This is an optimization exercise on Yosys and OpenROAD, whose aim is small area, a short achievable clock period and few clock cycles, not a production implementation. Function was checked by simulation only, so behaviour that the tests miss may differ from the original. Power and IR drop assume default switching activity.

==> design.v <==
package csgsc_pkg;
  localparam int LIST_DEPTH_DEF = 16;
  localparam int DIST_W = 32;
  localparam int TAG_W = 16;
  localparam int CMD_W = 2;
  localparam int OP_W = 2;
  localparam logic [CMD_W-1:0] CMD_APPEND_A = 2'd0;
  localparam logic [CMD_W-1:0] CMD_APPEND_B = 2'd1;
  localparam logic [CMD_W-1:0] CMD_COMBINE = 2'd2;
  localparam logic [OP_W-1:0] OP_UNION = 2'd0;
  localparam logic [OP_W-1:0] OP_INTER = 2'd1;
  localparam logic [OP_W-1:0] OP_DIFF = 2'd2;
  typedef struct packed {
    logic [CMD_W-1:0] command;
    logic signed [DIST_W-1:0] hit_distance;
    logic [TAG_W-1:0] hit_tag;
  } cmd_beat_t;
  typedef struct packed {
    logic signed [DIST_W-1:0] out_distance;
    logic [TAG_W-1:0] out_tag;
    logic out_valid;
    logic out_last;
    logic overflow;
  } res_beat_t;
  typedef struct packed {
    logic signed [DIST_W-1:0] hit_dist;
    logic [TAG_W-1:0] tag;
  } hit_t;
  typedef struct packed {
    logic append_a;
    logic append_b;
    logic start;
    logic step;
    logic flush;
  } ctl_t;
  typedef struct packed {
    logic walk_done;
    logic step_blocked;
    logic out_can_load;
  } sts_t;
endpackage
module csg_ray_span_combine (
  input  logic                       clk,
  input  logic                       rst,
  input  logic                       cfg_write_en,
  input  logic [csgsc_pkg::OP_W-1:0] cfg_write_data,
  input  logic                       cmd_valid,
  output logic                       cmd_ready,
  input  csgsc_pkg::cmd_beat_t       cmd_beat,
  output logic                       res_valid,
  input  logic                       res_ready,
  output csgsc_pkg::res_beat_t       res_beat
);
  localparam int DW = csgsc_pkg::DIST_W;
  localparam int TW = csgsc_pkg::TAG_W;
  localparam int HW = DW + TW;
  localparam int QD = 3;              
  localparam int QW = $clog2(QD + 1);
  logic          rdy;             
  logic [HW-1:0] mem_a [0:15];
  logic [HW-1:0] mem_b [0:15];
  logic [3:0]    wpa, wpb;        
  logic [3:0]    rpa, rpb;        
  logic [3:0]    rpa2, rpb2;      
  logic [4:0]    occa, occb;      
  logic [4:0]    cna, cnb;        
  logic          drop_new;
  logic [1:0]    bool_op;
  logic signed [DW-1:0] hda0, hda1, hdb0, hdb1;
  logic          cab;             
  logic [4:0]    qla [0:QD-1];
  logic [4:0]    qlb [0:QD-1];
  logic          qovf [0:QD-1];
  logic [QW-1:0] qn;
  logic          wv;              
  logic [4:0]    wla, wlb;        
  logic          a_left, b_left;  
  logic          last1;           
  logic          wovf;
  logic          ina, inb, was_in;
  logic          wfin;            
  logic          pv, pfin, pval, povf;
  logic [HW-1:0] phit;
  logic          rfull;           
  logic acc, app_a, app_b, push, wr_a, wr_b, drop_a, drop_b;
  logic [HW-1:0] ihit;
  assign ihit  = {cmd_beat.hit_distance, cmd_beat.hit_tag};
  assign acc   = rdy && cmd_valid;
  assign app_a = acc && (cmd_beat.command == csgsc_pkg::CMD_APPEND_A);
  assign app_b = acc && (cmd_beat.command == csgsc_pkg::CMD_APPEND_B);
  assign push  = acc && (cmd_beat.command == csgsc_pkg::CMD_COMBINE);
  assign drop_a = app_a && cna[4];
  assign drop_b = app_b && cnb[4];
  assign wr_a   = app_a && !cna[4];
  assign wr_b   = app_b && !cnb[4];
  logic take_a, go, pop_a, pop_b, empty_c;
  logic kept_a, kept_b, kept, need_slot, fin_now, pcur, emit, wdone, wfree;
  logic quiet, fin_step;
  logic rload;
  function automatic logic inside_f(input logic [1:0] op, input logic a,
                                    input logic b);
    case (op)
      csgsc_pkg::OP_INTER: inside_f = a & b;
      csgsc_pkg::OP_DIFF:  inside_f = a & ~b;
      default:             inside_f = a | b;
    endcase
  endfunction
  assign empty_c = !a_left && !b_left;
  assign take_a  = a_left && (!b_left || cab);
  assign rload   = !rfull || res_ready;
  assign go      = wv && (!pv || rload);
  assign pop_a   = go && take_a;
  assign pop_b   = go && !take_a && b_left;
  assign kept_a  = inside_f(bool_op, !ina, inb) != was_in;
  assign kept_b  = inside_f(bool_op, ina, !inb) != was_in;
  assign kept    = !empty_c && (take_a ? kept_a : kept_b);
  always_comb begin
    case (bool_op)
      csgsc_pkg::OP_INTER: quiet = (!a_left && !ina) || (!b_left && !inb);
      csgsc_pkg::OP_DIFF:  quiet = (!a_left && !ina) || (!b_left && inb);
      default:             quiet = (!a_left && ina) || (!b_left && inb);
    endcase
  end
  assign fin_step  = !wfin && (empty_c || last1 || quiet);
  assign pcur      = pv && !pfin;
  assign need_slot = !wfin && (empty_c || kept || (fin_step && !pcur));
  assign fin_now = go && fin_step && !kept;
  assign emit    = pv && rload && (pfin || (go && need_slot) || fin_now);
  assign wdone   = go && (empty_c || last1);
  assign wfree   = !wv || wdone;
  logic wa_h0, wa_h1, wb_h0, wb_h1;
  assign wa_h0 = pop_a ? (occa == 5'd1) : (occa == 5'd0);
  assign wa_h1 = pop_a ? (occa == 5'd2) : (occa == 5'd1);
  assign wb_h0 = pop_b ? (occb == 5'd1) : (occb == 5'd0);
  assign wb_h1 = pop_b ? (occb == 5'd2) : (occb == 5'd1);
  function automatic logic lt_f(input logic [DW-1:0] a, input logic [DW-1:0] b);
    logic [DW-1:0] l, e;
    logic [DW-1:0] a2, b2;
    a2 = {~a[DW-1], a[DW-2:0]};
    b2 = {~b[DW-1], b[DW-2:0]};
    l = ~a2 & b2;
    e = ~(a2 ^ b2);
    for (int w = 1; w < DW; w = w * 2) begin
      for (int i = 0; i + w < DW; i = i + 2 * w) begin
        l[i] = l[i + w] | (e[i + w] & l[i]);
        e[i] = e[i + w] & e[i];
      end
    end
    lt_f = l[0];
  endfunction
  logic c_a, c_b, c_0;
  assign c_a = lt_f(hda1, hdb0);
  assign c_b = lt_f(hda0, hdb1);
  assign c_0 = lt_f(hda0, hdb0);
  logic [4:0] occa_n, occb_n, cna_n, cnb_n, wla_n, wlb_n;
  logic [QW-1:0] qn_n;
  logic qpop, qpush;
  assign cna_n  = push ? 5'd0 : cna + {4'd0, wr_a};
  assign cnb_n  = push ? 5'd0 : cnb + {4'd0, wr_b};
  logic [4:0] occa_p, occa_m, occb_p, occb_m;
  assign occa_p = occa + 5'd1;
  assign occa_m = occa - 5'd1;
  assign occb_p = occb + 5'd1;
  assign occb_m = occb - 5'd1;
  assign occa_n = pop_a ? (wr_a ? occa : occa_m) : (wr_a ? occa_p : occa);
  assign occb_n = pop_b ? (wr_b ? occb : occb_m) : (wr_b ? occb_p : occb);
  assign qpop   = wfree && qn != '0;
  assign qpush  = push && !(wfree && qn == '0);
  assign qn_n   = qn + QW'(qpush) - QW'(qpop);
  logic [4:0] la_src, lb_src, wla_m, wlb_m;
  logic al_n, bl_n, l1_n, al_src, bl_src, l1_src;
  logic wla1, wlb1, wla2, wlb2;
  assign la_src = qn != '0 ? qla[0] : cna;
  assign lb_src = qn != '0 ? qlb[0] : cnb;
  assign al_src = la_src != 5'd0;
  assign bl_src = lb_src != 5'd0;
  assign l1_src = (la_src == 5'd1 && !bl_src) || (lb_src == 5'd1 && !al_src);
  assign wla_m = wla - 5'd1;
  assign wlb_m = wlb - 5'd1;
  assign wla1 = wla == 5'd1;
  assign wlb1 = wlb == 5'd1;
  assign wla2 = wla == 5'd2;
  assign wlb2 = wlb == 5'd2;
  always_comb begin
    if (wfree) begin
      wla_n = la_src; wlb_n = lb_src;
      al_n = al_src; bl_n = bl_src; l1_n = l1_src;
    end else if (pop_a) begin
      wla_n = wla_m; wlb_n = wlb;
      al_n = !wla1; bl_n = b_left;
      l1_n = (wla2 && !b_left) || (wla1 && wlb1);
    end else if (pop_b) begin
      wla_n = wla; wlb_n = wlb_m;
      al_n = a_left; bl_n = !wlb1;
      l1_n = (wlb2 && !a_left) || (wlb1 && wla1);
    end else begin
      wla_n = wla; wlb_n = wlb;
      al_n = a_left; bl_n = b_left; l1_n = last1;
    end
  end
  logic rdy_n, a16_n, b16_n, na16_n, nb16_n, qf_n;
  assign na16_n = !push && (wr_a ? (cna == 5'd15) : cna[4]);
  assign nb16_n = !push && (wr_b ? (cnb == 5'd15) : cnb[4]);
  assign a16_n  = wr_a ? (pop_a ? occa[4] : (occa == 5'd15)) : (!pop_a && occa[4]);
  assign b16_n  = wr_b ? (pop_b ? occb[4] : (occb == 5'd15)) : (!pop_b && occb[4]);
  assign qf_n   = qpush ? (qpop ? (qn == QW'(QD)) : (qn == QW'(QD - 1)))
                        : (!qpop && (qn == QW'(QD)));
  assign rdy_n  = (na16_n || !a16_n) && (nb16_n || !b16_n) && !qf_n;
  always_ff @(posedge clk) begin
    if (!occa[4]) mem_a[wpa] <= ihit;
    if (!occb[4]) mem_b[wpb] <= ihit;
    cab <= pop_a ? c_a : pop_b ? c_b : c_0;
    if (wa_h0)      hda0 <= ihit[HW-1:TW];
    else if (pop_a) hda0 <= hda1;
    if (wa_h1)      hda1 <= ihit[HW-1:TW];
    else if (pop_a) hda1 <= mem_a[rpa2][HW-1:TW];
    if (wb_h0)      hdb0 <= ihit[HW-1:TW];
    else if (pop_b) hdb0 <= hdb1;
    if (wb_h1)      hdb1 <= ihit[HW-1:TW];
    else if (pop_b) hdb1 <= mem_b[rpb2][HW-1:TW];
  end
  always_ff @(posedge clk) begin
    if (rst) begin
      rdy <= 1'b1;
      wpa <= '0; wpb <= '0; rpa <= '0; rpb <= '0;
      rpa2 <= 4'd2; rpb2 <= 4'd2;
      occa <= '0; occb <= '0; cna <= '0; cnb <= '0;
      drop_new <= 1'b0;
      bool_op <= csgsc_pkg::OP_UNION;
      qn <= '0;
      wv <= 1'b0;
      pv <= 1'b0;
      rfull <= 1'b0;
    end else begin
      rdy <= rdy_n;
      if (cfg_write_en) bool_op <= cfg_write_data;
      if (wr_a) wpa <= wpa + 4'd1;
      if (wr_b) wpb <= wpb + 4'd1;
      if (pop_a) begin rpa <= rpa + 4'd1; rpa2 <= rpa2 + 4'd1; end
      if (pop_b) begin rpb <= rpb + 4'd1; rpb2 <= rpb2 + 4'd1; end
      occa <= occa_n;
      occb <= occb_n;
      cna <= cna_n;
      cnb <= cnb_n;
      if (push) drop_new <= 1'b0;
      else if (drop_a || drop_b) drop_new <= 1'b1;
      qn <= qn_n;
      if (wfree) wv <= (qn != '0) || push;
      if (go && need_slot) pv <= 1'b1;
      else if (emit) pv <= 1'b0;
      if (rload) rfull <= emit;
    end
  end
  always_ff @(posedge clk) begin
    for (int i = 0; i < QD; i++) begin
      if (int'(qn) - (qpop ? 1 : 0) == i) begin
        qla[i] <= cna; qlb[i] <= cnb; qovf[i] <= drop_new;
      end else if (qpop && i < QD - 1) begin
        qla[i] <= qla[i+1]; qlb[i] <= qlb[i+1]; qovf[i] <= qovf[i+1];
      end
    end
  end
  always_ff @(posedge clk) begin
    wla <= wla_n;
    wlb <= wlb_n;
    a_left <= al_n;
    b_left <= bl_n;
    last1 <= l1_n;
    if (wfree) begin
      wovf <= qn != '0 ? qovf[0] : drop_new;
      ina <= 1'b0; inb <= 1'b0; was_in <= 1'b0;
      wfin <= 1'b0;
    end else if (go && !empty_c) begin
      ina <= ina ^ take_a;
      inb <= inb ^ !take_a;
      was_in <= inside_f(bool_op, ina ^ take_a, inb ^ !take_a);
      if (fin_step) wfin <= 1'b1;
    end
  end
  always_ff @(posedge clk) begin
    if (go && need_slot) begin
      if (kept) begin
        phit <= take_a ? {hda0, mem_a[rpa][TW-1:0]} : {hdb0, mem_b[rpb][TW-1:0]};
        pval <= 1'b1;
      end else begin
        phit <= '0; pval <= 1'b0;
      end
      povf <= wovf;
      pfin <= fin_step;
    end else if (go && fin_step) begin
      pfin <= 1'b1;
    end
  end
  always_ff @(posedge clk) begin
    if (emit) res_beat <= {phit, pval, pfin || fin_now, povf};
  end
  assign cmd_ready = rdy;
  assign res_valid = rfull;
endmodule
==> flow/run.sh <==
#!/bin/bash
# Standard layout, with the port buffers made from buf_4 instead of the
# slow delay buffer buffer_ports picks by default.
set -euo pipefail
export BUFFER_PORTS_ARGS="-buffer_cell sky130_fd_sc_hd__buf_4"
bash standard.sh > standard_flow.log 2>&1
==> standard.sh <==
#!/bin/bash
# synth_recipe.tcl (not shown) runs the flow's synth.tcl, then flattens the netlist and writes it again
# the make line also repeats each setting of config.mk as NAME=value (left out here)
make -C /OpenROAD-flow-scripts/flow DESIGN_CONFIG=/design/flow/config.mk WORK_HOME=/design/flow/orfs CLKGATE_MAP_FILE= SYNTH_SCRIPT=/design/flow/synth_recipe.tcl "${@:-finish}"
==> config.mk <==
export PLATFORM = sky130hd
export DESIGN_NAME = csg_ray_span_combine
export DESIGN_NICKNAME = csg_ray_span_combine
export VERILOG_FILES = /design/flow/design.v
export SDC_FILE = /design/flow/constraint.sdc
export NUM_CORES = 4
export LEC_CHECK = 0
export CAP_MARGIN = 20
export CORE_MARGIN = 2
export CORE_UTILIZATION = 40
export CTS_CLUSTER_DIAMETER = 120
export CTS_CLUSTER_SIZE = 22
export SETUP_SLACK_MARGIN = 3.0
export SLEW_MARGIN = 20
export TNS_END_PERCENT = 20
==> constraint.sdc <==
create_clock -name core_clock -period 5.5 [get_ports {clk}]
set_input_delay 1.1000 -clock core_clock [delete_from_list [all_inputs] [get_ports {clk}]]
set_output_delay 1.1000 -clock core_clock [all_outputs]
set_load 0.01 [all_outputs]
==> impl_metrics.tcl, run 1 <==
set metrics [dict create \
    outcome "finished clean" \
    port_buffers 109 \
    syn_area_sq_um 74800 \
    min_path_type "register to register" \
    p_leak_nw 26.2 \
    wl_per_cell_um 31.0 \
    row_count 158 \
    htreeDepth 3 \
    dpl.hpwl_um 108000 \
    drt_wl_total_um 195000 \
    gp_congestion 0.864 \
    path_class "register to register" \
    fin_nets 3966 \
    hold_viol 0 \
    cts_tree "done" \
    dp.cells 6088 \
    cts_buffer_depth 3 \
    vdd_ir_drop_max_mv 0.318 \
    synth_area_leaders "edfxtp_1 73%, mux4_2 14%, ha_1 2.2%" \
    synth_area_leader_cell "edfxtp_1" \
    cts-root-buf "clkbuf_16" \
    grt_start_max_net_pins 64 \
    syn_inst 3592 \
    rsz0062_at_grt "yes" \
    fmax_mhz 375 \
    antenna_found_initial 9 \
    drive_above_1_share_pct 27.9 \
    cts_buffers 96 \
    worst_pin_slew_ns 1.04 \
    cap_violations 0 \
    coreArea_sq_um 186000 \
    clock_skew_ns 0.0545 \
    startpoint_type "register" \
    final_cells 6295 \
    avgSynthCellArea_sq_um 20.8 \
    yosysSeqAreaShare_pct 74.8 \
    end_kind "register" \
    yosys_warnings 4 \
    cts_hold_buf 0 \
    drtPass1Iterations 7 \
    viasPerCell 5.77 \
    place_area_sq_um 78900 \
    ys.flop_type "edfxtp_1" \
    vias 36300 \
    setup_viol 0 \
    gr-total-overflow 0 \
    ys_types 70 \
    p_per_area_nw_per_um2 442 \
    tns_ns 0 \
    cts.sinks 1887 \
    die_w_um 436 \
    drtIter0Drc 4521 \
    dieArea_sq_um 190000 \
    grt_pass1_wl_um 274000 \
    synth_nets 3779 \
    synth_edf_count 1813 \
    num_io_pins 110 \
    final_max_slew_viol_count 0 \
    async_flop_share_pct 0 \
    initial_core_util_pct 40.3 \
    drc 0 \
    n_fill_cell 15600 \
    relSlewSlack_pct 30.2 \
    clkTransAtPathRegs_ns 0.10 \
    grt_pass1_vias 35900 \
    drtAntennaViolNets 0 \
    clk_latency_ns 0.76 \
    cp.arrival_ns 3.03 \
    period_share_pct 48.4 \
    final.min_clock_period_ns 2.66 \
    netlist.area_leader.share_pct 72.8 \
    cp.required_ns 5.87 \
    worstPathMaxFanout 26 \
    die_h_um 436 \
    area_delta_synth_final_pct 10.8 \
    synth-seq-cells 1887 \
    grt.total_usage_pct 20.1 \
    fin_area_sq_um 82800 \
]
==> layout make-up <==
| class | count | area (sq um) | share of cell area, % |
|---|---|---|---|
| tap | 2480 | 3100 | 3.75 |
| timing repair buffer | 242 | 2440 | 2.95 |
| sequential | 1887 | 56000 | 67.6 |
| multi-input combinational | 1462 | 18300 | 22.1 |
| clock inverter | 7 | 106 | 0.128 |
| antenna | 2 | 5.00 | 0.00604 |
| inverter | 90 | 343 | 0.414 |
| clock buffer | 125 | 2550 | 3.08 |
==> power by group <==
group | switching [W] | internal (W)
logic | 0.00572 | 0.00455
registers | 0.000877 | 0.0177
clock network | 0.00447 | 0.00329
total | 0.0111 | 0.0255
==> cell usage in the layout, fill, tap and decap left out, types with 11 or more instances in the layout <==
| cell type | Yosys | layout |
|---|---|---|
| a211oi_1 | 13 | 13 |
| a21oi_1 | 92 | 89 |
| a21oi_2 | 9 | 11 |
| and2_4 | 0 | 21 |
| buf_12 | 0 | 29 |
| buf_4 | 3 | 175 |
| buf_6 | 2 | 29 |
| clkbuf_1 | 94 | 27 |
| clkbuf_16 | 0 | 98 |
| dfxtp_1 | 74 | 59 |
| edfxtp_1 | 1813 | 1813 |
| ha_1 | 130 | 127 |
| inv_1 | 87 | 85 |
| mux2_2 | 121 | 119 |
| mux2i_1 | 12 | 12 |
| mux4_2 | 480 | 480 |
| nand2_1 | 197 | 193 |
| nand3_1 | 18 | 17 |
| nand4_1 | 21 | 21 |
| nor2_1 | 82 | 77 |
| nor3_1 | 17 | 15 |
| o21ai_0 | 59 | 58 |
| xnor2_1 | 23 | 23 |
| xor2_1 | 24 | 23 |
==> state kept, by name, summed over array words and instances, names as in the netlist, 5 cells and up, named ones only <==
register	cells
cna	5
cnb	5
hda0	32
hda1	32
hdb0	32
hdb1	32
mem_a	768
mem_b	768
occa	5
occb	5
phit	48
qla	15
qlb	15
res_beat	51
wla	5
wlb	5
==> worst max-delay path: stages, from the launching register on <==
cell and delay [ns]:
dfxtp_1 0.44, ha_1 0.46, and3_4 0.70, buf_4 0.65
==> layer usage <==
layer | global-route usage [%] | vias up | wire length, um
met5 | 0 | - | 13
met4 | 4.87 | 2 | 4990
met3 | 2.86 | 201 | 13000
met2 | 32.6 | 1248 | 94600
met1 | 28.8 | 19800 | 82500
li1 | - | 15000 | -
==> metrics by stage <==
| stage | util [%] | setup WS (ns) | hold slack (ns) | total power (W) |
|---|---|---|---|---|
| 2_1_floorplan | - | 2.41 | 0.400 | 0.0250 |
| 3_3_place_gp | 42.5 | 1.73 | 0.403 | 0.0281 |
| 3_5_place_dp | 42.5 | 1.62 | 0.406 | 0.0282 |
| 4_1_cts | 44.5 | 2.79 | 0.427 | 0.0367 |
| 5_1_grt | 44.6 | 2.79 | 0.437 | 0.0381 |
| 6_report | 44.6 | 2.84 | 0.428 | 0.0366 |
==> cells in the mapped netlist, types with 6 or more instances <==
| library cell | number |
|---|---|
| and2_1 | 23 |
| mux2_2 | 121 |
| edfxtp_1 | 1813 |
| buf_2 | 56 |
| and3_1 | 18 |
| a21oi_1 | 92 |
| inv_1 | 87 |
| a211oi_1 | 13 |
| nand4_1 | 21 |
| nand2_1 | 197 |
| dfxtp_1 | 74 |
| nor2b_1 | 9 |
| mux2i_1 | 12 |
| and4_1 | 6 |
| nand3_1 | 18 |
| a2111oi_0 | 7 |
| nor2_1 | 82 |
| xnor2_1 | 23 |
| mux4_2 | 480 |
| o21ai_0 | 59 |
| nor3_1 | 17 |
| o211ai_1 | 8 |
| ha_1 | 130 |
| clkbuf_1 | 94 |
| xor2_1 | 24 |
| a21oi_2 | 9 |
| buf_1 | 9 |
==> final timing paths <==
path	startpoint	endpoint	slack [ns]	depth (start not counted)
worst min register to register	pval	res_beat[2]	0.43	0
worst max register to register	wpa[0]	mem_a[11][15]	2.84	3
worst max-delay path	wpa[0]	mem_a[11][15]	2.84	3
worst min-delay path	pval	res_beat[2]	0.43	0
==> cells by family (layout without fill, tap and decap cells) <==
group / after synthesis / count (layout) / synth area share [%]
adders and majority gates: 130 / 130 / 2.18
other: 0 / 2 / 0
and+or+nand+nor: 423 / 428 / 2.63
DFF: 1887 / 1887 / 74.8
buffers and inverters: 254 / 464 / 1.40
AOI/OAI and AO/OA: 238 / 244 / 1.99
muxes: 613 / 613 / 16.4
xor gates and xnor gates: 47 / 47 / 0.551
==> repair_timing <==
item | in CTS | in global routing
setup buffers | 56 | 4
cloned | 9 | 4
pin swaps | 18 | 7
hold endpoints to repair | 0 | 0
endpoints found under the setup margin | 789 | 807
gates resized for setup | 63 | 23
Testbench counts, summed over its fixed seeds: cycles 5,559.
==> run 2: changes to the inputs <==
--- a/config.mk
+++ b/config.mk
@@ -11,5 +11,5 @@
 export CTS_CLUSTER_DIAMETER = 120
 export CTS_CLUSTER_SIZE = 22
+export PLACE_DENSITY = 0.85
 export SETUP_SLACK_MARGIN = 3.0
 export SLEW_MARGIN = 20
-export TNS_END_PERCENT = 20
==> run 2 against run 1 <==
Net effect:
- still clean on timing, DRC and antenna
- flip-flop and latch count unchanged
- clock power up 2%
- sequential share of layout area down 1.7 points
- critical path type unchanged
- critical endpoint is now hda1[15]
==> impl_metrics.tcl, run 2 <==
set metrics [dict create \
    top_regs "mem_a (768), mem_b (768), res_beat (51)" \
    p_int_w 0.0266 \
    num_io_pins 110 \
    p_per_area_nw_per_um2 458 \
    cts_buffer_depth 3 \
    relSlewSlack_pct 15.7 \
    path_buf_inv 5 \
    yosysSeqAreaShare_pct 74.8 \
    min-delay-start "phit[3]" \
    htreeDepth 3 \
    r2r_end "hda1[15]" \
    drt-met1-wl_um 69900 \
    yosys_warnings 4 \
    final_common_cell "edfxtp_1" \
    startpoint_type "register" \
    setup_ws_ns 2.78 \
    clkTransAtPathRegs_ns 0.10 \
    drive_above_1_share_pct 30.2 \
    fmax_mhz 368 \
    dr_wl_met3_um 29700 \
    gr-total-overflow 0 \
    slowest_delay_ns 0.55 \
    cp.required_ns 6.03 \
    die_w_um 436 \
    drtIter0Drc 7038 \
    whs_path_depth 0 \
    cp.arrival_ns 3.25 \
    coreArea_sq_um 186000 \
    synth_area_leaders "edfxtp_1 73%, mux4_2 14%, ha_1 2.2%" \
    drt_wl_total_um 225000 \
    netlist.area_leader.share_pct 72.8 \
    grt.total_usage_pct 22.7 \
    synth_edf_count 1813 \
    top_layer_used "met5" \
    hold_viol 0 \
    synth.most_common_cell "edfxtp_1" \
    cts.sinks 1887 \
    p_leak_nw 27.3 \
    synth_area_leader_cell "edfxtp_1" \
    viasPerCell 6.38 \
    cap_violations 0 \
    min_path_type "register to register" \
    grt_pass1_wl_um 308000 \
    setup_viol 0 \
    wl_per_cell_um 35.3 \
    dieArea_sq_um 190000 \
    avgSynthCellArea_sq_um 20.8 \
    met2_wirelength_um 108000 \
    final_max_slew_viol_count 0 \
    layout_common_cells "1813 x edfxtp_1, 480 x mux4_2, 187 x nand2_1" \
    hold_path_end "res_beat[6]" \
    cts_hold_buf 0 \
    ys_top_cells_by_count "1813 x edfxtp_1, 480 x mux4_2, 197 x nand2_1, 130 x ha_1, 121 x mux2_2" \
    cts-root-buf "clkbuf_16" \
    place_ws_ns 1.59 \
    clockPowerShare_pct 20.3 \
    end_kind "register" \
    fin_nets 4044 \
    rsz0062_at_grt "yes" \
    syn_inst 3592 \
    pwr-share-seq_pct 47.8 \
    cp_top_family "multiplexers" \
    initial_core_util_pct 40.3 \
    antenna_found_initial 16 \
    slowest_stage "mux4_2" \
    ys.flop_type "edfxtp_1" \
    power.share.switching_pct 31.5 \
    clk_latency_ns 0.78 \
    switchingPower_w 0.0123 \
    syn_area_sq_um 74800 \
    die_h_um 436 \
    r2r_cells 8 \
    drtAntennaViolNets 0 \
    row_count 158 \
    synth_nets 3779 \
    reg2reg_slack_ns 2.78 \
    drc 0 \
    worst_pin_slew_ns 1.26 \
    port_buffers 109 \
    drtPass1Iterations 16 \
    tns_ns 0 \
    dpl.hpwl_um 111000 \
    path_cells "buf_12, buf_12, buf_12, buf_12, buf_16, mux4_2, mux4_2, mux2_4" \
    gp_congestion 0.920 \
    async_flop_share_pct 0 \
    vdd_ir_drop_max_mv 0.455 \
    clock_skew_ns 0.0565 \
    cts_buffers 96 \
    worstPathMaxFanout 6 \
    outcome "finished clean" \
    final.min_clock_period_ns 2.72 \
    area_delta_synth_final_pct 13.6 \
    ys_types 70 \
    crit_path_frequent_cell "buf_12" \
    cts_tree "done" \
    period_share_pct 49.4 \
    synth-seq-cells 1887 \
    vias 40600 \
    grt_start_max_net_pins 78 \
    path_class "register to register" \
    power_frac_comb_pct 31.9 \
    grt_pass1_vias 40600 \
]
## run 2: cell types whose count changed in the layout (fill, tap and decap cells not counted), sizes merged, moves of 2 or more
cell   before  now
inv        94   92
diode       2    6
and2       28   23
buf       240  316
o31a        2    5
## run 2: what timing repair did
| action | in CTS | in global routing |
|---|---|---|
| endpoints found under the setup margin | 1182 | 1020 |
| resized for setup | 143 | 92 |
| setup buffers | 70 | 45 |
| cloned | 28 | 7 |
| pin swaps | 16 | 21 |
## run 2: layer usage
| layer | GRT usage (%) | up-vias |
|---|---|---|
| li1 | - | 15200 |
| met1 | 27.1 | 20600 |
| met2 | 37.4 | 3903 |
| met3 | 5.55 | 971 |
| met4 | 13.4 | 24 |
| met5 | 0 | - |
## run 2: how the worst max path moves through the flow
stage                   end  depth (start not counted)  slack, ns  startpoint
2_1_floorplan     qla[1][0]                          9       2.41   res_ready
3_3_place_gp       hdb0[15]                          7       1.67   res_ready
5_1_grt            hda1[15]                          8       2.79    register
3_5_place_dp        hda1[8]                          7       1.59   res_ready
4_1_cts        mem_b[14][9]                          3       2.71      wpb[3]
6_report           hda1[15]                          8       2.78    register
## run 2: cell type report
class / count / area [sq um]
timing repair buffer: 323 / 3950
fill: 14400 / 101000
clock buffer: 119 / 2570
clock inverter: 5 / 83.8
multi-input combinational: 1459 / 18900
inverter: 90 / 348
sequential: 1887 / 56000
antenna: 6 / 15.0
tap: 2480 / 3100
## run 2: power groups by stage
stage	combinational, W	clock [W]	sequential (W)
3_5_place_dp	0.00933	0	0.0191
6_report	0.0124	0.00788	0.0186
5_1_grt	0.0128	0.00825	0.0186
3_3_place_gp	0.00892	0	0.0190
2_1_floorplan	0.00709	0	0.0184
4_1_cts	0.0113	0.00774	0.0185
## run 2: through the flow
| stage | cell area, sq um | cells | hold WS, ns | total power, W | util (%) |
|---|---|---|---|---|---|
| CTS | 83900 | 6310 | 0.420 | 0.0375 | 45.2 |
| global route | 84900 | 6367 | 0.430 | 0.0397 | 45.8 |
| detailed placement | 79200 | 6088 | 0.405 | 0.0284 | 42.7 |
| global placement | 79200 | 6088 | 0.401 | 0.0279 | 42.7 |
| floorplan | 75500 | 3592 | 0.400 | 0.0255 | - |
| finish | 84900 | 6369 | 0.417 | 0.0389 | 45.8 |
## run 2: worst register-to-register path, cell delays in order (launching register included)
cell	delay, ns
dfxtp_4	0.42
buf_12	0.14
buf_12	0.13
buf_12	0.13
buf_12	0.12
buf_16	0.14
mux4_2	0.55
mux4_2	0.55
mux2_4	0.31
## run 2: cells by family (layout without fill, tap and decap cells)
family	after synthesis	after routing	share of synthesized area [%]
fa+ha+maj	130	130	2.18
buf+inv	254	537	1.40
xor+xnor	47	47	0.551
simple gates	423	423	2.63
flops	1887	1887	74.8
other cells	0	6	0
compound gates	238	246	1.99
mux	613	613	16.4
==> run 3: changes to the inputs <==
--- a/config.mk
+++ b/config.mk
@@ -11,5 +11,6 @@
 export CTS_CLUSTER_DIAMETER = 120
 export CTS_CLUSTER_SIZE = 22
-export PLACE_DENSITY = 0.85
+export PLACE_DENSITY = 0.75
 export SETUP_SLACK_MARGIN = 3.0
 export SLEW_MARGIN = 20
+export TNS_END_PERCENT = 50
==> run 3 against run 2 <==
Net effect:
- still clean on timing, DRC and antenna
- sequential share of layout area rose by 1.3 points
- routed wire length down 16%
- first-iteration DRC count down 21%
- non-clock buffer count shrank 68
- synthesized cell count stayed put
==> impl_metrics.tcl, run 3 <==
set metrics [dict create \
    outcome "finished clean" \
    worst_pin_slew_ns 1.19 \
    n_fill_cell 15100 \
    path_class "register to register" \
    grt_start_max_net_pins 52 \
    fmax_mhz 372 \
    fin_nets 3981 \
    synth.most_common_cell "edfxtp_1" \
    dieArea_sq_um 190000 \
    num_io_pins 110 \
    path_cells "inv_1, ha_1, and3_4, buf_4" \
    clock_skew_ns 0.0768 \
    drc 0 \
    grt_pass1_vias 37100 \
    startpoint "wpb[0]" \
    p_per_area_nw_per_um2 445 \
    whs_path_depth 0 \
    yosysSeqAreaShare_pct 74.8 \
    ys_types 70 \
    vdd_ir_drop_max_mv 0.281 \
    drtIter0Drc 5561 \
    yosys_warnings 4 \
    cts_buffer_depth 3 \
    gr-total-overflow 0 \
    worstPathMaxFanout 48 \
    synth_nets 3779 \
    synth_area_leader_cell "edfxtp_1" \
    min_path_type "register to register" \
    cts-root-buf "clkbuf_16" \
    tns_ns 0 \
    htreeDepth 3 \
    layout_common_cells "1813 x edfxtp_1, 480 x mux4_2, 190 x nand2_1, 190 x buf_4, 127 x ha_1" \
    coreArea_sq_um 186000 \
    synth-seq-cells 1887 \
    clk_latency_ns 0.79 \
    async_flop_share_pct 0 \
    min-delay-start "phit[18]" \
    cts_buffers 98 \
    drtPass1Iterations 6 \
    die_w_um 436 \
    cp.required_ns 5.86 \
    cp.arrival_ns 3.05 \
    vias 37300 \
    setup_viol 0 \
    cap_violations 0 \
    place_ws_ns 1.60 \
    slowest_stage "buf_4" \
    drive_above_1_share_pct 28.8 \
    hold_viol 0 \
    avgSynthCellArea_sq_um 20.8 \
    viasPerCell 5.91 \
    port_buffers 109 \
    drtAntennaViolNets 0 \
    p_leak_nw 26.4 \
    initial_core_util_pct 40.3 \
    grt.total_usage_pct 19.5 \
    wl_per_cell_um 30.0 \
    ys_top_cells_by_count "1813 x edfxtp_1, 480 x mux4_2, 197 x nand2_1, 130 x ha_1, 121 x mux2_2" \
    setup_ws_ns 2.81 \
    ys.flop_type "edfxtp_1" \
    clkTransAtPathRegs_ns 0.10 \
    gp_congestion 0.879 \
    drt_wl_total_um 189000 \
    fin_util_pct 44.9 \
    startpoint_type "register" \
    die_h_um 436 \
    grt_pass1_wl_um 268000 \
    slowest_delay_ns 0.90 \
    r2r-start "wpb[0]" \
    p_total_w 0.0371 \
    area_delta_synth_final_pct 11.5 \
    relSlewSlack_pct 21.0 \
    rsz0062_at_grt "yes" \
    final_max_slew_viol_count 0 \
    cts.sinks 1887 \
    top_regs "mem_a (768), mem_b (768), res_beat (51)" \
    syn_area_sq_um 74800 \
    end_kind "register" \
    r2r_cells 4 \
    syn_inst 3592 \
    dpl.hpwl_um 100000 \
    row_count 158 \
    synth_area_leaders "edfxtp_1 73%, mux4_2 14%, ha_1 2.2%" \
    netlist.area_leader.share_pct 72.8 \
    synth_edf_count 1813 \
    period_share_pct 48.9 \
    final_common_cell "edfxtp_1" \
    cts_tree "done" \
    final.min_clock_period_ns 2.69 \
    antenna_found_initial 11 \
]
[run 3: worst paths after layout]
kind	to	slack (ns)
min	res_beat[21]	0.41
max	mem_b[4][30]	2.81
min reg2reg	res_beat[21]	0.41
max reg2reg	mem_b[4][30]	2.81
[run 3: metal layers]
layer	share of wire (%)	global-route usage, %	vias to the layer above
met5	0.025	0	-
met2	49	32.0	2163
met3	10	3.44	373
met4	4.4	8.04	8
li1	-	-	15100
met1	37	26.0	19700
[run 3: report_power, final]
part | internal [W] | leakage [nW] | switching, W
registers | 0.0177 | 17.2 | 0.000829
logic | 0.00487 | 7.89 | 0.00591
clock network | 0.00333 | 1.33 | 0.00444
[run 3: critical path: cells and delay by family, from the launching register on]
kind / cells / cell delay, ns
flops: 1 / 0.38
buf+inv: 2 / 1.00
simple gates: 1 / 0.29
fa+ha+maj: 1 / 0.54
[run 3: layout make-up]
class / count / area [sq um] / share of cell area, %
diodes: 2 / 5.00 / 0.00600
clock buffers: 118 / 2550 / 3.06
clock inverters: 12 / 196 / 0.236
inverters: 90 / 343 / 0.411
multi-input cells: 1462 / 18600 / 22.3
flip-flops and latches: 1887 / 56000 / 67.2
well taps: 2480 / 3100 / 3.72
repair buffers: 255 / 2590 / 3.11
[run 3: cell families after synthesis]
| logic type | share of synthesized area (%) |
|---|---|
| DFF | 74.8 |
| buffers and inverters | 1.40 |
| AOI/OAI and AO/OA | 1.99 |
| xor gates and xnor gates | 0.551 |
| adders and majority gates | 2.18 |
| and+or+nand+nor | 2.63 |
| muxes | 16.4 |
[run 3: metrics by stage]
stage,instances,hold WS (ns),area [sq um]
final,6306,0.413,83300
after global routing,6305,0.430,83300
after CTS,6292,0.402,83100
after detailed placement,6089,0.405,79000
after global placement,6088,0.400,79000
after floorplan,3592,0.400,75000
[run 3: repair_timing]
item                                    CTS  global route
cloned                                   13             3
endpoints found under the setup margin  870           785
buffers inserted                         60             9
hold buffers                              0             0
resized for setup                        77            43
pin swaps                                20            13
hold endpoints to repair                  0             0
==> run 4: changes to the inputs <==
--- a/config.mk
+++ b/config.mk
@@ -12,5 +12,4 @@
 export CTS_CLUSTER_SIZE = 22
 export PLACE_DENSITY = 0.75
-export SETUP_SLACK_MARGIN = 3.0
+export SETUP_SLACK_MARGIN = 2.9
 export SLEW_MARGIN = 20
-export TNS_END_PERCENT = 50
==> run 4 against run 3 <==
Net effect:
- highest routed layer unchanged
- clock power hardly changed
- synthesized area is the same
- synthesized cell count unchanged
- still clean
- combinational power shrank 6%
- clock skew decreased by 0.034 ns
- critical endpoint is now mem_b[15][25]
- routed wire length shrank 3.1%
- final cell count shrank 0.13%
==> impl_metrics.tcl, run 4 <==
set metrics [dict create \
    vdd_ir_drop_max_mv 0.364 \
    relSlewSlack_pct 20.5 \
    synth.most_common_cell "edfxtp_1" \
    cts-root-buf "clkbuf_16" \
    muxShareOfSynthArea_pct 16.4 \
    antenna_found_initial 4 \
    clkTransAtPathRegs_ns 0.10 \
    cap_violations 0 \
    p_per_area_nw_per_um2 441 \
    tns_ns 0 \
    ys_types 70 \
    coreArea_sq_um 186000 \
    slowest_stage "and3_4" \
    cts.sinks 1887 \
    path_cells "ha_1, nor2b_1, and3_4, buf_4" \
    drtIter0Drc 5088 \
    hold_viol 0 \
    die_h_um 436 \
    syn_area_sq_um 74800 \
    startpoint_type "register" \
    synth_xor_area_share_pct 0.551 \
    synth_area_leaders "edfxtp_1 73%, mux4_2 14%, ha_1 2.2%" \
    clk_latency_ns 0.76 \
    drtPass1Iterations 6 \
    fin_area_sq_um 82700 \
    ys.flop_type "edfxtp_1" \
    drtAntennaViolNets 0 \
    fmax_mhz 376 \
    cp.arrival_ns 3.04 \
    rsz0062_at_grt "yes" \
    yosys_warnings 4 \
    drc 0 \
    cp.required_ns 5.88 \
    slowest_delay_ns 0.73 \
    port_buffers 109 \
    synth_area_leader_cell "edfxtp_1" \
    cp_top_family "simple AND/OR/NAND/NOR gates" \
    ys_top_cells_by_count "1813 x edfxtp_1, 480 x mux4_2, 197 x nand2_1, 130 x ha_1, 121 x mux2_2" \
    synth_edf_count 1813 \
    layout_common_cells "1813 x edfxtp_1, 480 x mux4_2, 188 x nand2_1" \
    path_buf_inv 1 \
    final_common_cell "edfxtp_1" \
    die_w_um 436 \
    avgSynthCellArea_sq_um 20.8 \
    synth-simple-area-share_pct 2.63 \
    row_count 158 \
    cts_buffer_depth 3 \
    clock_skew_ns 0.0432 \
    final_max_slew_viol_count 0 \
    p_leak_nw 26.1 \
    htreeDepth 3 \
    grt_start_max_net_pins 73 \
    synth_nets 3779 \
    grt_pass1_vias 36400 \
    worst_pin_slew_ns 1.19 \
    synth-seq-cells 1887 \
    synth_fa_ha_area_share_pct 2.18 \
    vias 36700 \
    outcome "finished clean" \
    path_class "register to register" \
    cts_buffers 96 \
    drt_wl_total_um 184000 \
    netlist.area_leader.share_pct 72.8 \
    setup_viol 0 \
    wl_per_cell_um 29.1 \
    num_io_pins 110 \
    synth_compound_area_share_pct 1.99 \
    grt_pass1_wl_um 260000 \
    initial_core_util_pct 40.3 \
    top_regs "mem_a (768), mem_b (768), res_beat (51)" \
    synth_top_family_by_area "multiplexers" \
    drive_above_1_share_pct 27.7 \
    period_share_pct 48.4 \
    async_flop_share_pct 0 \
    end_kind "register" \
    worstPathMaxFanout 25 \
    n_fill_cell 15200 \
    final.min_clock_period_ns 2.66 \
    dpl.hpwl_um 103000 \
    grt.total_usage_pct 18.9 \
    yosysSeqAreaShare_pct 74.8 \
    area_delta_synth_final_pct 10.7 \
    place_area_sq_um 78900 \
    syn_inst 3592 \
    dieArea_sq_um 190000 \
    gp_congestion 0.912 \
    min_path_type "register to register" \
    gr-total-overflow 0 \
    cts_tree "done" \
    fin_nets 3949 \
    viasPerCell 5.83 \
]
==> run 4: cell count changes in the layout (fill, tap and decap cells not counted), sizes merged <==
cell,before,now
buf,252,230
bufinv,0,1
o31a,5,2
bufbuf,2,0
nor2,83,82
o211a,7,5
clkbuf,119,147
inv,96,90
diode,2,1
==> run 4: cells by family (layout without fill, tap and decap cells) <==
group,count (synthesis),in the layout
and+or+nand+nor,423,424
xor gates and xnor gates,47,47
buffers and inverters,254,474
adders and majority gates,130,130
AOI/OAI and AO/OA,238,242
other,0,1
muxes,613,613
DFF,1887,1887
==> run 4: report_power, final <==
group          switching [W]  total [W]  internal (W)
Combinational        0.00569     0.0102       0.00452
Clock                0.00440    0.00777       0.00336
Sequential          0.000829     0.0185        0.0177
==> run 4: final timing paths <==
| check | from | to | slack [ns] | cells after the start |
|---|---|---|---|---|
| worst max-delay path | wpb[0] | mem_b[15][25] | 2.84 | 4 |
| worst min-delay path | phit[22] | res_beat[25] | 0.42 | 0 |
| worst max register to register | wpb[0] | mem_b[15][25] | 2.84 | 4 |
| worst min register to register | phit[22] | res_beat[25] | 0.42 | 0 |
==> run 4: final cells by class <==
cell class / count / area (sq um) / area share [%]
timing repair buffer: 231 / 2170 / 2.63
antenna: 1 / 2.50 / 0.00303
multi-input combinational: 1456 / 18400 / 22.2
tap: 2480 / 3100 / 3.75
inverter: 90 / 343 / 0.414
sequential: 1887 / 56000 / 67.7
clock inverter: 7 / 144 / 0.174
clock buffer: 146 / 2610 / 3.16
==> run 4: layer usage <==
layer	track usage, %	vias to the layer above	routed length, um
met1	26.1	19500	70600
met2	30.4	1984	88600
met3	3.25	284	17900
li1	-	15000	-
met5	0	-	8
met4	6.16	2	6340
==> run 4: stage by stage <==
| stage | setup WS, ns | std cells | total power [W] | utilization [%] | hold WS, ns |
|---|---|---|---|---|---|
| 6_report | 2.84 | 6298 | 0.0365 | 44.6 | 0.425 |
| 5_1_grt | 2.72 | 6297 | 0.0379 | 44.6 | 0.428 |
| 4_1_cts | 2.82 | 6282 | 0.0363 | 44.4 | 0.422 |
| 3_5_place_dp | 1.66 | 6087 | 0.0281 | 42.5 | 0.405 |
| 3_3_place_gp | 1.79 | 6087 | 0.0279 | 42.5 | 0.401 |
| 2_1_floorplan | 2.41 | 3592 | 0.0251 | - | 0.400 |
==> run 4: what timing repair did <==
item                       4_1_cts  5_1_grt
pin swaps                       10       12
setup endpoints to repair      487      240
hold buffers                     0        0
resized for setup               53       35
buffers inserted                38       13
gates cloned                     4        2
==> run 5: changes to the inputs <==
--- a/config.mk
+++ b/config.mk
@@ -12,4 +12,4 @@
 export CTS_CLUSTER_SIZE = 22
 export PLACE_DENSITY = 0.75
-export SETUP_SLACK_MARGIN = 2.9
+export SETUP_SLACK_MARGIN = 3.1
 export SLEW_MARGIN = 20
==> run 5 against run 4 <==
Net effect:
- critical path depth down 3
- synthesized area did not move
- sequential power is essentially flat
- register-to-register slack gained 0.08 ns
- hold slack worse by 0.028 ns
- sequential share of layout area down 2.6 points
- first-iteration DRC count increased by 5.7%
- count of clock-buffer cells in the layout is 23 lower
- non-clock buffer count increased by 112
- design area is 4.0% higher
==> impl_metrics.tcl, run 5 <==
set metrics [dict create \
    muxShareOfSynthArea_pct 16.4 \
    synth-simple-area-share_pct 2.63 \
    p_leak_nw 27.6 \
    clk_latency_ns 0.77 \
    n_fill_cell 14800 \
    pwr-share-seq_pct 47.4 \
    path_class "register to primary output" \
    fin_nets 4064 \
    grt_pass1_wl_um 271000 \
    clock_skew_ns 0.0483 \
    cts_buffer_depth 3 \
    syn_area_sq_um 74800 \
    p_total_w 0.0391 \
    area_delta_synth_final_pct 15.1 \
    synth_edf_count 1813 \
    cts_buffers 95 \
    slowest_stage "edfxtp_1" \
    startpoint_type "register" \
    cap_violations 0 \
    drtPass1Iterations 5 \
    grt_pass1_vias 37100 \
    ys_top_cells_by_count "1813 x edfxtp_1, 480 x mux4_2, 197 x nand2_1, 130 x ha_1, 121 x mux2_2" \
    drt_wl_total_um 198000 \
    vdd_ir_drop_max_mv 0.438 \
    port_buffers 109 \
    p_per_area_nw_per_um2 454 \
    async_flop_share_pct 0 \
    wl_per_cell_um 31.0 \
    synth_nets 3779 \
    synth_xor_area_share_pct 0.551 \
    row_count 158 \
    synth_fa_ha_area_share_pct 2.18 \
    netlist.area_leader.share_pct 72.8 \
    path_buf_inv 1 \
    final_common_cell "edfxtp_1" \
    cts_tree "done" \
    syn_inst 3592 \
    synth_area_leader_cell "edfxtp_1" \
    switchingPower_w 0.0119 \
    tns_ns 0 \
    rsz0062_at_grt "yes" \
    top_regs "mem_a (768), mem_b (768), res_beat (51)" \
    cp.required_ns 4.40 \
    dieArea_sq_um 190000 \
    synth_compound_area_share_pct 1.99 \
    clkTransAtPathRegs_ns 0.09 \
    relSlewSlack_pct 36.6 \
    clockPowerShare_pct 19.4 \
    setup_ws_ns 2.90 \
    slowest_delay_ns 0.55 \
    synth.most_common_cell "edfxtp_1" \
    dpl.hpwl_um 101000 \
    power_frac_comb_pct 33.3 \
    holdWs_ns 0.397 \
    final_max_slew_viol_count 0 \
    worst_pin_slew_ns 0.948 \
    ys_types 70 \
    grt.total_usage_pct 19.7 \
    drive_above_1_share_pct 31.6 \
    path_cells "buf_6" \
    layout_common_cells "1813 x edfxtp_1, 480 x mux4_2, 184 x nand2_1" \
    ys.flop_type "edfxtp_1" \
    yosys_warnings 4 \
    gp_congestion 0.910 \
    p_int_w 0.0271 \
    die_w_um 436 \
    gr-total-overflow 0 \
    use_met3_pct 3.30 \
    viasPerCell 5.96 \
    cp.arrival_ns 1.50 \
    dp.cells 6086 \
    synth_area_leaders "edfxtp_1 73%, mux4_2 14%, ha_1 2.2%" \
    place_ws_ns 1.56 \
    period_share_pct 47.2 \
    final_cells 6395 \
    cts.sinks 1887 \
    min_path_type "register to register" \
    die_h_um 436 \
    setup_viol 0 \
    num_io_pins 110 \
    fmax_mhz 385 \
    yosysSeqAreaShare_pct 74.8 \
    worstPathMaxFanout 1 \
    grt_start_max_net_pins 61 \
    htreeDepth 3 \
    hold_viol 0 \
    power.share.switching_pct 30.6 \
    drtIter0Drc 5376 \
    cts-root-buf "clkbuf_16" \
    drtAntennaViolNets 0 \
    final.min_clock_period_ns 2.60 \
    synth-seq-cells 1887 \
    drc 0 \
    coreArea_sq_um 186000 \
    initial_core_util_pct 40.3 \
    cp_top_family "flip-flops" \
    outcome "finished clean" \
    vias 38100 \
    synth_top_family_by_area "multiplexers" \
    grt_util_met2_pct 32.3 \
    grt.met1_usage_pct 26.6 \
    end_kind "primary output" \
    top_usage_layer "met2" \
    antenna_found_initial 12 \
    avgSynthCellArea_sq_um 20.8 \
]
-- run 5: area by class of cell --
class	instances	area (sq um)	share of cell area (%)
Tap cell	2480	3100	3.61
Antenna cell	5	12.5	0.0145
Clock inverter	7	95.1	0.111
Timing Repair Buffer	343	4680	5.44
Clock buffer	123	2500	2.91
Inverter	90	352	0.409
Multi-Input combinational cell	1460	19300	22.4
Sequential cell	1887	56000	65.1
-- run 5: path summary, 6_finish.rpt --
check	startpoint	to	slack, ns	depth (start not counted)
worst min register to register	phit[30]	res_beat[33]	0.40	0
worst max register to register	b_left	res_beat[7]	2.92	10
worst min-delay path	phit[30]	res_beat[33]	0.40	0
worst max-delay path	res_beat[39]	res_beat[39]	2.90	1
-- run 5: cells by family after synthesis --
group                    count (synthesis)
flip-flops                            1887
multiplexers                           613
AND/OR/NAND/NOR                        423
buffers and inverters                  254
AO/OA/AOI/OAI                          238
adder cells (fa/ha/maj)                130
XOR/XNOR                                47
-- run 5: layer usage --
metal | vias up | part of all wire, %
li1 | 15200 | -
met1 | 20100 | 36
met2 | 2375 | 48
met3 | 393 | 10
met4 | 10 | 4.8
met5 | - | 0.030
-- run 5: through the flow --
stage / area, sq um / util (%)
2_1_floorplan: 75600 / -
3_3_place_gp: 79300 / 42.7
3_5_place_dp: 79300 / 42.7
4_1_cts: 84500 / 45.5
5_1_grt: 86000 / 46.3
6_report: 86000 / 46.3
-- run 5: power groups by stage --
stage / logic (W) / registers (W) / clock network (W)
after floorplan: 0.00724 / 0.0184 / 0
after global placement: 0.00915 / 0.0190 / 0
after detailed placement: 0.00939 / 0.0190 / 0
after CTS: 0.0115 / 0.0185 / 0.00762
after global routing: 0.0136 / 0.0186 / 0.00810
final: 0.0130 / 0.0185 / 0.00757
-- run 5: what timing repair did --
action,in CTS,in global routing
cloned,35,26
setup buffers,78,34
setup endpoints to repair,1002,562
hold buffers,0,0
pin swaps,22,20
resized for setup,217,145
==> run 6: changes to the inputs <==
--- a/config.mk
+++ b/config.mk
@@ -9,7 +9,6 @@
 export CORE_MARGIN = 2
 export CORE_UTILIZATION = 40
-export CTS_CLUSTER_DIAMETER = 120
-export CTS_CLUSTER_SIZE = 22
-export PLACE_DENSITY = 0.75
-export SETUP_SLACK_MARGIN = 3.1
+export CTS_CLUSTER_DIAMETER = 100
+export CTS_CLUSTER_SIZE = 18
+export SETUP_SLACK_MARGIN = 3.0
 export SLEW_MARGIN = 20
==> run 6 against run 5 <==
Net effect:
- fmax is 0.33% higher
- final cell count is 0.31% lower
- worst setup slack better by 0.0084 ns
- first-iteration DRC count is 19% lower
- clock skew is 0.022 ns higher
- count of clock-buffer cells in the layout is 28 higher
- critical path type is now register to register
- sequential power hardly changed
- flip-flop and latch count stayed put
- non-clock buffer count is 57 lower
- critical endpoint is now mem_a[11][31]
- hold slack better by 0.027 ns
- highest routed layer unchanged
==> impl_metrics.tcl, run 6 <==
set metrics [dict create \
    outcome "finished clean" \
    cp.arrival_ns 2.99 \
    final.min_clock_period_ns 2.59 \
    reg2reg_slack_ns 2.91 \
    final_max_slew_viol_count 0 \
    hold_viol 0 \
    netlist.area_leader.share_pct 72.8 \
    drive_above_1_share_pct 30.1 \
    initial_core_util_pct 40.3 \
    relSlewSlack_pct 30.6 \
    fin_nets 4035 \
    rsz0062_at_grt "yes" \
    row_count 158 \
    cp.required_ns 5.90 \
    ys_types 70 \
    layout_common_cells "1813 x edfxtp_1, 480 x mux4_2, 188 x nand2_1" \
    dpl.hpwl_um 105000 \
    synth_nets 3779 \
    worst_pin_slew_ns 1.04 \
    startpoint_type "register" \
    gr-total-overflow 0 \
    clock_skew_ns 0.0701 \
    area_delta_synth_final_pct 13.5 \
    slowest_delay_ns 0.55 \
    vias 36600 \
    grt_pass1_wl_um 272000 \
    top_regs "mem_a (768), mem_b (768), res_beat (51)" \
    clk_latency_ns 0.82 \
    avgSynthCellArea_sq_um 20.8 \
    path_class "register to register" \
    fmax_mhz 386 \
    slowest_stage "ha_1" \
    p_per_area_nw_per_um2 452 \
    num_io_pins 110 \
    port_buffers 109 \
    die_h_um 436 \
    vdd_ir_drop_max_mv 0.338 \
    dp.cells 6085 \
    cp_top_family "adder cells" \
    grt_pass1_vias 36300 \
    cts_buffers 116 \
    htreeDepth 3 \
    antenna_found_initial 13 \
    cts_tree "done" \
    async_flop_share_pct 0 \
    place_area_sq_um 79300 \
    grt.total_usage_pct 20.0 \
    path_cells "ha_1, and3_4, buf_6" \
    synth.most_common_cell "edfxtp_1" \
    gp_congestion 0.844 \
    viasPerCell 5.74 \
    yosysSeqAreaShare_pct 74.8 \
    setup_viol 0 \
    worstPathMaxFanout 35 \
    p_total_w 0.0384 \
    tns_ns 0 \
    cts.sinks 1887 \
    period_share_pct 47.0 \
    coreArea_sq_um 186000 \
    drtPass1Iterations 5 \
    syn_inst 3592 \
    grt_start_max_net_pins 59 \
    final_cells 6375 \
    dieArea_sq_um 190000 \
    fin_area_sq_um 84900 \
    ys_top_cells_by_count "1813 x edfxtp_1, 480 x mux4_2, 197 x nand2_1, 130 x ha_1, 121 x mux2_2" \
    synth-seq-cells 1887 \
    yosys_warnings 4 \
    synth_area_leader_cell "edfxtp_1" \
    clkTransAtPathRegs_ns 0.09 \
    synth_area_leaders "edfxtp_1 73%, mux4_2 14%, ha_1 2.2%" \
    drtAntennaViolNets 0 \
    drt_wl_total_um 197000 \
    min_path_type "register to register" \
    syn_area_sq_um 74800 \
    ys.flop_type "edfxtp_1" \
    p_leak_nw 27.3 \
    cap_violations 0 \
    end_kind "register" \
    drtIter0Drc 4361 \
    synth_edf_count 1813 \
    cts_buffer_depth 3 \
    final_common_cell "edfxtp_1" \
    cts_hold_buf 0 \
    cts-root-buf "clkbuf_16" \
    path_buf_inv 1 \
    wl_per_cell_um 30.9 \
    drc 0 \
    fin_util_pct 45.7 \
    die_w_um 436 \
]
[run 6: kinds of logic (layout without fill, tap and decap cells)]
group	count (synthesis)	count (layout)	synth area share, %
XOR/XNOR	47	47	0.551
AO/OA/AOI/OAI	238	243	1.99
flip-flops	1887	1887	74.8
adder cells (fa/ha/maj)	130	130	2.18
multiplexers	613	613	16.4
buffers and inverters	254	537	1.40
AND/OR/NAND/NOR	423	434	2.63
other	0	4	0
[run 6: path summary, 6_finish.rpt]
kind	start	end	cells after the start
max	wpa[0]	mem_a[11][31]	3
min	povf	res_beat[0]	0
max reg2reg	wpa[0]	mem_a[11][31]	3
min reg2reg	povf	res_beat[0]	0
[run 6: layout make-up]
| cell class | count | area [sq um] |
|---|---|---|
| tap | 2480 | 3100 |
| antenna | 4 | 10.0 |
| clock buffer | 151 | 3080 |
| inverter | 90 | 352 |
| sequential | 1887 | 56000 |
| clock inverter | 10 | 193 |
| fill | 15400 | 101000 |
| timing repair buffer | 286 | 3220 |
| multi-input combinational | 1467 | 18900 |
[run 6: power breakdown]
part           leakage (nW)  switching, W  internal [W]
sequential             17.2      0.000802        0.0177
combinational          8.47       0.00607       0.00516
clock                  1.58       0.00465       0.00401
[run 6: worst register-to-register path, cell delays in order, from the launching register on]
cell and delay (ns):
dfxtp_1 0.46, ha_1 0.55, and3_4 0.51, buf_6 0.54
[run 6: metrics by stage]
stage / hold WS (ns) / setup slack, ns
3_5_place_dp: 0.405 / 1.71
5_1_grt: 0.433 / 2.88
3_3_place_gp: 0.402 / 1.79
6_report: 0.424 / 2.91
4_1_cts: 0.424 / 2.67
2_1_floorplan: 0.400 / 2.41
[run 6: layer usage]
layer | vias up | track usage (%) | share of wire, %
li1 | 15200 | - | -
met3 | 222 | 3.79 | 8.4
met1 | 19700 | 28.2 | 41
met2 | 1456 | 31.9 | 48
met5 | - | 0 | 0.036
met4 | 12 | 5.80 | 2.7
[run 6: timing repair]
action,in CTS,in global routing
pin swaps,18,21
endpoints found under the setup margin,977,815
gates cloned,16,14
endpoints found under the hold margin,0,0
buffers inserted,59,36
gates resized for setup,120,81

## separate check: timing with driven ports
No port has a modelled driver above. Below, the same layouts with a new extraction and two added sets of constraints. Step 1 assumes that a clkbuf_16 drives the clock port and a buf_2 every other input. Step 2, shift: input delay + t, output delay - t, t = (earliest + latest rising clock arrival at the registers) / 2. This alone moves slack from input paths to output paths. Three values: ideal ports, drivers, drivers and shift; two values: the first two.
| run | t (ns) | slack for setup (ns) | worst data-port slew with drivers (ns) |
|---|---|---|---|
| run 1 | 0.823 | 2.836 / 2.786 / 2.224 | 0.13 |
| run 2 | 0.845 | 2.783 / 2.783 / 2.307 | 0.18 |
| run 3 | 0.840 | 2.812 / 2.812 / 2.212 | 0.21 |
| run 4 | 0.817 | 2.838 / 2.838 / 2.188 | 0.17 |
| run 5 | 0.840 | 2.904 / 2.811 / 2.309 | 0.17 |
| run 6 | 0.869 | 2.912 / 2.831 / 2.329 | 0.16 |
After both steps every run listed still meets setup and hold. For run 4, which loses most, drivers alone change the setup slack by 0.000 ns; drivers and shift together by -0.650 ns.
